Background: an optimization exercise with open tools, aiming at a short achievable clock period and few clock cycles per item. Do not read the settings as production practice.
Only simulation tests tie the RTL to the original design; equivalence was not proved.
Power is estimated from default activity; no workload was simulated.

==> flow/design.v <==
package rv_pkg;
    typedef enum logic [6:0] {
        OP     = 7'b0110011,
        OP_IMM = 7'b0010011,
        LUI    = 7'b0110111,
        LOAD   = 7'b0000011,
        STORE  = 7'b0100011,
        JAL    = 7'b1101111
    } opcode_e;
    typedef enum logic [3:0] {
        ADD    = 4'd0,
        SUB    = 4'd1,
        AND    = 4'd2,
        OR     = 4'd3,
        XOR    = 4'd4,
        SLL    = 4'd5,
        SRL    = 4'd6,
        SRA    = 4'd7,
        SLT    = 4'd8,
        PASS_B = 4'd9
    } alu_op_e;
    typedef enum logic [1:0] {
        IMM_I = 2'd0,
        IMM_S = 2'd1,
        IMM_U = 2'd2,
        IMM_J = 2'd3
    } imm_type_e;
    typedef enum logic [1:0] {
        WB_ALU  = 2'd0,
        WB_MEM  = 2'd1,
        WB_LINK = 2'd2
    } wb_sel_e;
endpackage
module fetch_unit (
    input  logic              clk,
    input  logic              arst_n,
    input  logic              is_jal,
    input  logic [32-1:0]  imm,
    output logic [32-1:0]  pc,
    output logic [32-1:0]  pc_plus4,
    output logic              run
);
    logic [32-1:0] jal_target;
    logic [32-1:0] pc_next;
    assign pc_plus4   = pc + 32'(4);
    assign jal_target = pc + imm;
    assign pc_next = is_jal ? jal_target : pc_plus4;
    always_ff @(posedge clk or negedge arst_n) begin
        if (!arst_n) begin
            pc  <= 32'h0000_0000;
            run <= 1'b0;
        end else begin
            run <= 1'b1;
            if (run) begin
                pc <= pc_next;
            end
        end
    end
endmodule
module decoder (
    input  logic [32-1:0]        instr,
    input  logic                    run,
    output rv_pkg::alu_op_e         alu_op,
    output rv_pkg::imm_type_e       imm_type,
    output rv_pkg::wb_sel_e         wb_sel,
    output logic                    use_imm,
    output logic                    reg_we,
    output logic                    mem_we,
    output logic                    is_jal,
    output logic [5-1:0]  rd,
    output logic [5-1:0]  rs1,
    output logic [5-1:0]  rs2
);
    rv_pkg::opcode_e    opcode;
    logic [2:0] funct3;
    logic       alt_bit;
    rv_pkg::alu_op_e    f3_alu_op;
    logic       f3_ok;
    logic       writes_rd;
    logic       is_store;
    assign opcode  = rv_pkg::opcode_e'(instr[6:0]);
    assign rd      = instr[11:7];
    assign funct3  = instr[14:12];
    assign rs1     = instr[19:15];
    assign rs2     = instr[24:20];
    assign alt_bit = instr[30];
    always_comb begin
        f3_ok = 1'b1;
        case (funct3)
            3'b000:  f3_alu_op = (alt_bit && opcode == rv_pkg::OP) ? rv_pkg::SUB : rv_pkg::ADD;
            3'b001:  f3_alu_op = rv_pkg::SLL;
            3'b010:  f3_alu_op = rv_pkg::SLT;
            3'b100:  f3_alu_op = rv_pkg::XOR;
            3'b101:  f3_alu_op = alt_bit ? rv_pkg::SRA : rv_pkg::SRL;
            3'b110:  f3_alu_op = rv_pkg::OR;
            3'b111:  f3_alu_op = rv_pkg::AND;
            default: begin
                f3_alu_op = rv_pkg::ADD;
                f3_ok     = 1'b0;
            end
        endcase
    end
    always_comb begin
        alu_op    = rv_pkg::ADD;
        imm_type  = rv_pkg::IMM_I;
        wb_sel    = rv_pkg::WB_ALU;
        use_imm   = 1'b0;
        writes_rd = 1'b0;
        is_store  = 1'b0;
        is_jal    = 1'b0;
        case (opcode)
            rv_pkg::OP: begin
                alu_op    = f3_alu_op;
                writes_rd = f3_ok;
            end
            rv_pkg::OP_IMM: begin
                alu_op    = f3_alu_op;
                use_imm   = 1'b1;
                writes_rd = f3_ok;
            end
            rv_pkg::LUI: begin
                alu_op    = rv_pkg::PASS_B;
                imm_type  = rv_pkg::IMM_U;
                use_imm   = 1'b1;
                writes_rd = 1'b1;
            end
            rv_pkg::LOAD: begin
                use_imm   = 1'b1;
                wb_sel    = rv_pkg::WB_MEM;
                writes_rd = 1'b1;
            end
            rv_pkg::STORE: begin
                imm_type  = rv_pkg::IMM_S;
                use_imm   = 1'b1;
                is_store  = 1'b1;
            end
            rv_pkg::JAL: begin
                imm_type  = rv_pkg::IMM_J;
                wb_sel    = rv_pkg::WB_LINK;
                writes_rd = 1'b1;
                is_jal    = 1'b1;
            end
            default: ;
        endcase
    end
    assign reg_we = run && writes_rd && (rd != '0);
    assign mem_we = run && is_store;
endmodule
module imm_gen (
    input  logic [32-1:0]   instr,
    input  rv_pkg::imm_type_e  imm_type,
    output logic [32-1:0]   imm
);
    logic sign;
    assign sign = instr[31];
    always_comb begin
        case (imm_type)
            rv_pkg::IMM_I: begin
                imm = {{(32-12){sign}}, instr[31:20]};
            end
            rv_pkg::IMM_S: begin
                imm = {{(32-12){sign}}, instr[31:25], instr[11:7]};
            end
            rv_pkg::IMM_U: begin
                imm = {instr[31:12], 12'b0};
            end
            rv_pkg::IMM_J: begin
                imm = {{(32-20){sign}}, instr[19:12], instr[20], instr[30:21], 1'b0};
            end
            default: begin
                imm = '0;
            end
        endcase
    end
endmodule
module reg_file (
    input  logic                    clk,
    input  logic                    arst_n,
    input  logic [5-1:0]  rs1,
    input  logic [5-1:0]  rs2,
    input  logic [5-1:0]  rd,
    input  logic                    we,
    input  logic [32-1:0]        wdata,
    output logic [32-1:0]        rs1_data,
    output logic [32-1:0]        rs2_data
);
    logic [32-1:0] regs [1:32-1];
    always_ff @(posedge clk or negedge arst_n) begin
        if (!arst_n) begin
            for (int i = 1; i < 32; i++) begin
                regs[i] <= '0;
            end
        end else if (we && rd != '0) begin
            regs[rd] <= wdata;
        end
    end
    always_comb begin
        if (rs1 == '0) begin
            rs1_data = '0;
        end else begin
            rs1_data = regs[rs1];
        end
        if (rs2 == '0) begin
            rs2_data = '0;
        end else begin
            rs2_data = regs[rs2];
        end
    end
endmodule
module execute_unit (
    input  logic [32-1:0]  rs1_data,
    input  logic [32-1:0]  rs2_data,
    input  logic [32-1:0]  imm,
    input  logic [32-1:0]  pc_plus4,
    input  logic [32-1:0]  dmem_rdata,
    input  rv_pkg::alu_op_e   alu_op,
    input  logic              use_imm,
    input  rv_pkg::wb_sel_e   wb_sel,
    output logic [32-1:0]  alu_result,
    output logic [32-1:0]  wb_data
);
    logic [32-1:0]    op_a;
    logic [32-1:0]    op_b;
    logic [5-1:0] shamt;
    logic                less_than;
    assign op_a  = rs1_data;
    assign op_b  = use_imm ? imm : rs2_data;
    assign shamt = op_b[5-1:0];
    assign less_than = $signed(op_a) < $signed(op_b);
    always_comb begin
        case (alu_op)
            rv_pkg::ADD: begin
                alu_result = op_a + op_b;
            end
            rv_pkg::SUB: begin
                alu_result = op_a - op_b;
            end
            rv_pkg::AND: begin
                alu_result = op_a & op_b;
            end
            rv_pkg::OR: begin
                alu_result = op_a | op_b;
            end
            rv_pkg::XOR: begin
                alu_result = op_a ^ op_b;
            end
            rv_pkg::SLL: begin
                alu_result = op_a << shamt;
            end
            rv_pkg::SRL: begin
                alu_result = op_a >> shamt;
            end
            rv_pkg::SRA: begin
                alu_result = $unsigned($signed(op_a) >>> shamt);
            end
            rv_pkg::SLT: begin
                alu_result = {{(32-1){1'b0}}, less_than};
            end
            rv_pkg::PASS_B: begin
                alu_result = op_b;
            end
            default: begin
                alu_result = op_a + op_b;
            end
        endcase
    end
    always_comb begin
        case (wb_sel)
            rv_pkg::WB_MEM:  wb_data = dmem_rdata;
            rv_pkg::WB_LINK: wb_data = pc_plus4;
            default: wb_data = alu_result;
        endcase
    end
endmodule
module rv_core (
    input  logic                    clk,
    input  logic                    arst_n,
    output logic [32-1:0]        imem_addr,
    input  logic [32-1:0]        imem_data,
    output logic [32-1:0]        dmem_addr,
    output logic [32-1:0]        dmem_wdata,
    output logic                    dmem_we,
    input  logic [32-1:0]        dmem_rdata,
    output logic                    wb_en,
    output logic [5-1:0]  wb_rd,
    output logic [32-1:0]        wb_data
);
    logic [32-1:0]       pc;
    logic [32-1:0]       pc_plus4;
    logic                   run;
    logic [32-1:0]       imm;
    rv_pkg::alu_op_e                alu_op;
    rv_pkg::imm_type_e              imm_type;
    rv_pkg::wb_sel_e                wb_sel;
    logic                   use_imm;
    logic                   reg_we;
    logic                   mem_we;
    logic                   is_jal;
    logic [5-1:0] rd;
    logic [5-1:0] rs1;
    logic [5-1:0] rs2;
    logic [32-1:0]       rs1_data;
    logic [32-1:0]       rs2_data;
    fetch_unit fetch_i (
        .clk      (clk),
        .arst_n   (arst_n),
        .is_jal   (is_jal),
        .imm      (imm),
        .pc       (pc),
        .pc_plus4 (pc_plus4),
        .run      (run)
    );
    decoder decoder_i (
        .instr    (imem_data),
        .run      (run),
        .alu_op   (alu_op),
        .imm_type (imm_type),
        .wb_sel   (wb_sel),
        .use_imm  (use_imm),
        .reg_we   (reg_we),
        .mem_we   (mem_we),
        .is_jal   (is_jal),
        .rd       (rd),
        .rs1      (rs1),
        .rs2      (rs2)
    );
    imm_gen imm_gen_i (
        .instr    (imem_data),
        .imm_type (imm_type),
        .imm      (imm)
    );
    reg_file reg_file_i (
        .clk      (clk),
        .arst_n   (arst_n),
        .rs1      (rs1),
        .rs2      (rs2),
        .rd       (rd),
        .we       (reg_we),
        .wdata    (wb_data),
        .rs1_data (rs1_data),
        .rs2_data (rs2_data)
    );
    execute_unit execute_i (
        .rs1_data   (rs1_data),
        .rs2_data   (rs2_data),
        .imm        (imm),
        .pc_plus4   (pc_plus4),
        .dmem_rdata (dmem_rdata),
        .alu_op     (alu_op),
        .use_imm    (use_imm),
        .wb_sel     (wb_sel),
        .alu_result (dmem_addr),
        .wb_data    (wb_data)
    );
    assign imem_addr  = pc;
    assign dmem_wdata = rs2_data;
    assign dmem_we    = mem_we;
    assign wb_en      = reg_we;
    assign wb_rd      = rd;
endmodule
==> flow/run.sh <==
#!/bin/bash
# synth_recipe.tcl (not shown) runs the flow's synth.tcl, then flattens the netlist and writes it again
# the make line also repeats each setting of config.mk as NAME=value (left out here)
make -C /OpenROAD-flow-scripts/flow DESIGN_CONFIG=/design/flow/config.mk WORK_HOME=/design/flow/orfs CLKGATE_MAP_FILE= SYNTH_SCRIPT=/design/flow/synth_recipe.tcl finish
==> flow/config.mk <==
export PLATFORM = sky130hd
export DESIGN_NAME = rv_core
export DESIGN_NICKNAME = rv_core
export VERILOG_FILES = /design/flow/design.v
export SDC_FILE = /design/flow/constraint.sdc
export NUM_CORES = 8
export LEC_CHECK = 0
export CAP_MARGIN = 20
export CORE_MARGIN = 2
export CORE_UTILIZATION = 30
export SETUP_SLACK_MARGIN = 1.5
export SLEW_MARGIN = 20
==> flow/constraint.sdc <==
create_clock -name core_clock -period 11.0 [get_ports {clk}]
set_input_delay 2.2000 -clock core_clock [delete_from_list [all_inputs] [get_ports {clk}]]
set_output_delay 2.2000 -clock core_clock [all_outputs]
set_load 0.01 [all_outputs]
==> flow_summary.json <==
{
  "status": "timing/DRC/antenna clean",
  "grt_max_degree": 163,
  "worst_setup_path_start_kind": "input port",
  "r2r-start": "reg_file_i.regs[28][7]$_DFFE_PN0P_",
  "finalInstanceArea_um2": 85400,
  "path_clk_slew_ns": 0.06,
  "grt-ovfl-total": 0,
  "synth_edf_count": 0,
  "timing.critical_path.from": "imem_data[17]",
  "route.detailed.wl_per_inst_um": 38.4,
  "chipHeight_um": 469,
  "clk_latency_ns": 0.82,
  "critical_path_arrival_ns": 8.18,
  "syn-cell-area_um2": 64800,
  "synth_nets": 7631,
  "synth-main-ff-cell": "dfrtp_1",
  "tns_ns": 0,
  "finalCriticalPeriod_ns": 10.38,
  "maxSlewViolCount": 0,
  "crit_family": "compound AO/OA/AOI/OAI gates",
  "wirelength_um": 430000,
  "reg2reg_slack_ns": 4.75,
  "placed_cell_area_um2": 77100,
  "io_buffers": 200,
  "grt_pass1_wl_um": 579000,
  "grt_pass1_vias": 68500,
  "rows": 170,
  "start_util_pct": 30.2,
  "hold_path_class": "register to register",
  "timing.final.crit_share_pct": 94.3,
  "cts_sinks": 1025,
  "initialDrtViolationCount": 12800,
  "synth.largest_area_cell": "dfrtp_1",
  "drc": 0,
  "clockRootBuffer": "clkbuf_16",
  "dp_hpwl_um": 304000,
  "synth.area.top_cells": "dfrtp_1 (40%), mux2_2 (7.9%), nand3_1 (5.8%), o21ai_0 (5.1%), nand2_1 (4.7%)",
  "yosysSeqAreaShare_pct": 39.6,
  "reg2reg_depth": 24,
  "fmax_mhz": 96.4,
  "setup-violations-final": 0,
  "fp.dieW_um": 469,
  "slowest_stage": "o41a_1",
  "path_class": "input port to output pin",
  "syn-mean-instance-area_um2": 8.72,
  "dieArea_um2": 220000,
  "drv_cap": 0,
  "path_buf_inv": 9,
  "synthCells": 7431,
  "critical_path_depth": 25,
  "h-tree-depth": 3,
  "area_delta_synth_final_pct": 31.9,
  "gp_congestion": 1.08,
  "crit_fanout": 13,
  "first_pass_iters": 12,
  "synthDistinctLibCells": 111,
  "leakage_nw": 38.0,
  "synthArstFlopShare_pct": 100,
  "antenna_found_initial": 21,
  "peakVddDrop_v": 0.000156,
  "setup.worst_path.end": "wb_data[30]",
  "worst_slew_pin_slew_ns": 1.28,
  "rsz0062_at_grt": "true",
  "crit_path_end_kind": "output pin",
  "critical_path_required_ns": 8.80,
  "yosys_warnings": 6,
  "ant_nets": 0,
  "hold_viol": 0,
  "final_util_pct": 39.8,
  "layout-drive-gt1-share_pct": 29.2,
  "clock_skew_ns": 0.103,
  "slowest_delay_ns": 0.47,
  "r2r_end": "reg_file_i.regs[25][31]$_DFFE_PN0P_",
  "slew_headroom_pct": 14.5,
  "vias_per_cell": 6.55,
  "core_um2": 215000,
  "path_common_cell": "buf_6",
  "numCtsBuffers": 114,
  "ios": 201,
  "synth_top_area_share_pct": 39.6,
  "power.density_nw_per_um2": 117,
  "grtUsageTotal_pct": 37.9,
  "cts.path.max_buffers": 3,
  "num_vias": 73500,
  "final_net_count": 8464,
  "hold_buffers": 0,
  "cts_tree": "yes",
  "synth_seq_cells": 1025
}
per-stage QoR:
step,power (W),cells,hold slack (ns),setup WS (ns)
final,0.0100,11200,0.512,0.622
after global routing,0.0102,11200,0.530,0.624
after CTS,0.00988,11100,0.509,0.764
after detailed placement,0.00566,10800,0.495,-0.783
after global placement,0.00565,10800,0.487,-0.837
after floorplan,0.00470,7431,0.463,1.48
cells by family after synthesis:
| kind of cell | synth area share, % |
|---|---|
| adders and majority gates | 2.62 |
| buffers and inverters | 5.94 |
| muxes | 8.42 |
| AOI/OAI and AO/OA | 23.0 |
| xor gates and xnor gates | 1.03 |
| DFF | 39.6 |
| and+or+nand+nor | 19.4 |
| other | 0.00579 |
routing by layer:
layer | share of wire [%] | global-route usage, % | vias to the layer above
met4 | 9.3 | 26.7 | 20
met1 | 37 | 47.0 | 36200
met5 | 0.041 | 0 | -
met2 | 40 | 53.6 | 6070
li1 | - | - | 29400
met3 | 14 | 14.5 | 1849
how the worst min path moves through the flow:
stage / start / endpoint / slack (ns) / cells after the start
6_report: reg_file_i.regs[15][5]$_DFFE_PN0P_ / reg_file_i.regs[15][5]$_DFFE_PN0P_ / 0.51 / 2
5_1_grt: reg_file_i.regs[24][6]$_DFFE_PN0P_ / reg_file_i.regs[24][6]$_DFFE_PN0P_ / 0.53 / 2
4_1_cts: reg_file_i.regs[24][11]$_DFFE_PN0P_ / reg_file_i.regs[24][11]$_DFFE_PN0P_ / 0.51 / 2
3_5_place_dp: reg_file_i.regs[24][11]$_DFFE_PN0P_ / reg_file_i.regs[24][11]$_DFFE_PN0P_ / 0.49 / 2
3_3_place_gp: reg_file_i.regs[30][29]$_DFFE_PN0P_ / reg_file_i.regs[30][29]$_DFFE_PN0P_ / 0.49 / 2
2_1_floorplan: reg_file_i.regs[13][3]$_DFFE_PN0P_ / reg_file_i.regs[13][3]$_DFFE_PN0P_ / 0.46 / 2
cells in the final DEF, fill, tap and decap left out, types with 100 or more instances in the layout:
cell type,count
dfrtp_1,1024
buf_4,1011
nand2_1,771
nand3_1,742
o21ai_0,625
mux2_2,454
a22oi_1,371
a21oi_1,297
nor2_1,245
nand4_1,221
inv_1,145
buf_6,142
clkdlybuf4s50_1,133
buf_12,122
clkbuf_16,117
ha_1,116
o21ai_1,109
a22o_1,104
and3_1,100
repair_timing:
action / CTS / global route
endpoints found under the hold margin: 0 / 0
endpoints found under the setup margin: 64 / 64
buffers inserted: 123 / 67
gates resized for setup: 521 / 296
cloned: 1 / 2
pin swaps: 166 / 133
final cells by class:
| class | instances | area [µm²] |
|---|---|---|
| diodes | 19 | 47.5 |
| clock buffers | 151 | 3200 |
| clock inverters | 59 | 837 |
| fillers | 21400 | 129000 |
| inverters | 163 | 627 |
| multi-input cells | 5501 | 37900 |
| flip-flops and latches | 1025 | 25700 |
| well taps | 2838 | 3550 |
| repair buffers | 1459 | 13600 |
power by group:
group | internal [W] | switching (W) | total [W]
registers | 0.00382 | 0.0000934 | 0.00392
logic | 0.000700 | 0.00119 | 0.00189
clock network | 0.00241 | 0.00179 | 0.00420
total | 0.00693 | 0.00307 | 0.0100
sequential cells by signal, indices dropped and copies added, names as in the netlist:
signal,count
reg_file_i.regs,992
fetch_i.pc,32
fetch_i.run,1
Yosys cell counts (73+ instances only):
library cell,instances
dfrtp_1,1025
nand2_1,812
a21oi_1,334
inv_1,155
o21ai_1,105
nand4_1,221
and3_1,106
a22o_1,106
nor3_1,82
buf_2,141
a31oi_1,73
mux2_2,455
ha_1,131
a221oi_1,101
nor2_1,281
a22oi_1,380
nand3_1,757
clkbuf_1,494
o21ai_0,654
worst reg2reg max path, stage by stage, from the launching register on:
cell	delay [ns]
dfrtp_1	0.42
mux2_2	0.29
a31oi_1	0.30
nand4_1	0.14
nor4_1	0.34
a31oi_1	0.16
buf_4	0.22
ha_4	0.26
or3_4	0.41
or4_4	0.55
o311a_4	0.35
a211oi_4	0.26
o21ai_2	0.12
a311oi_4	0.38
buf_6	0.16
a211oi_2	0.05
o31ai_1	0.27
buf_4	0.19
xnor2_4	0.08
a22oi_2	0.17
buf_4	0.15
a2bb2oi_4	0.15
buf_12	0.16
buf_4	0.37
mux2_2	0.27
Testbench counts, summed over its fixed seeds: cycles 8,231, instrs 8,183.

separate check: timing with driven ports:
The results above use ideal ports. As a check the final layout listed here was re-extracted and re-timed, cells and wires unchanged. Step 1: set_driving_cell puts a clkbuf_16 on clk and a buf_2 on each other input, an assumption about the parent block. Step 2 times the ports against the registers' clock, not the clock port: input delays grow and output delays shrink by t, the midpoint of the rising clock arrivals with the driver on. Three values: ideal, step 1, step 2; two values: the first two.
t (ns): 0.859
setup slack, ns: 0.622 / 0.549 / 0.549
worst setup path at the end: input to output
cell pins on the clock port's net: 1
After both steps setup and hold are still met in this run. The setup slack of this run moves by -0.073 ns with the drivers and by -0.073 ns with both steps.
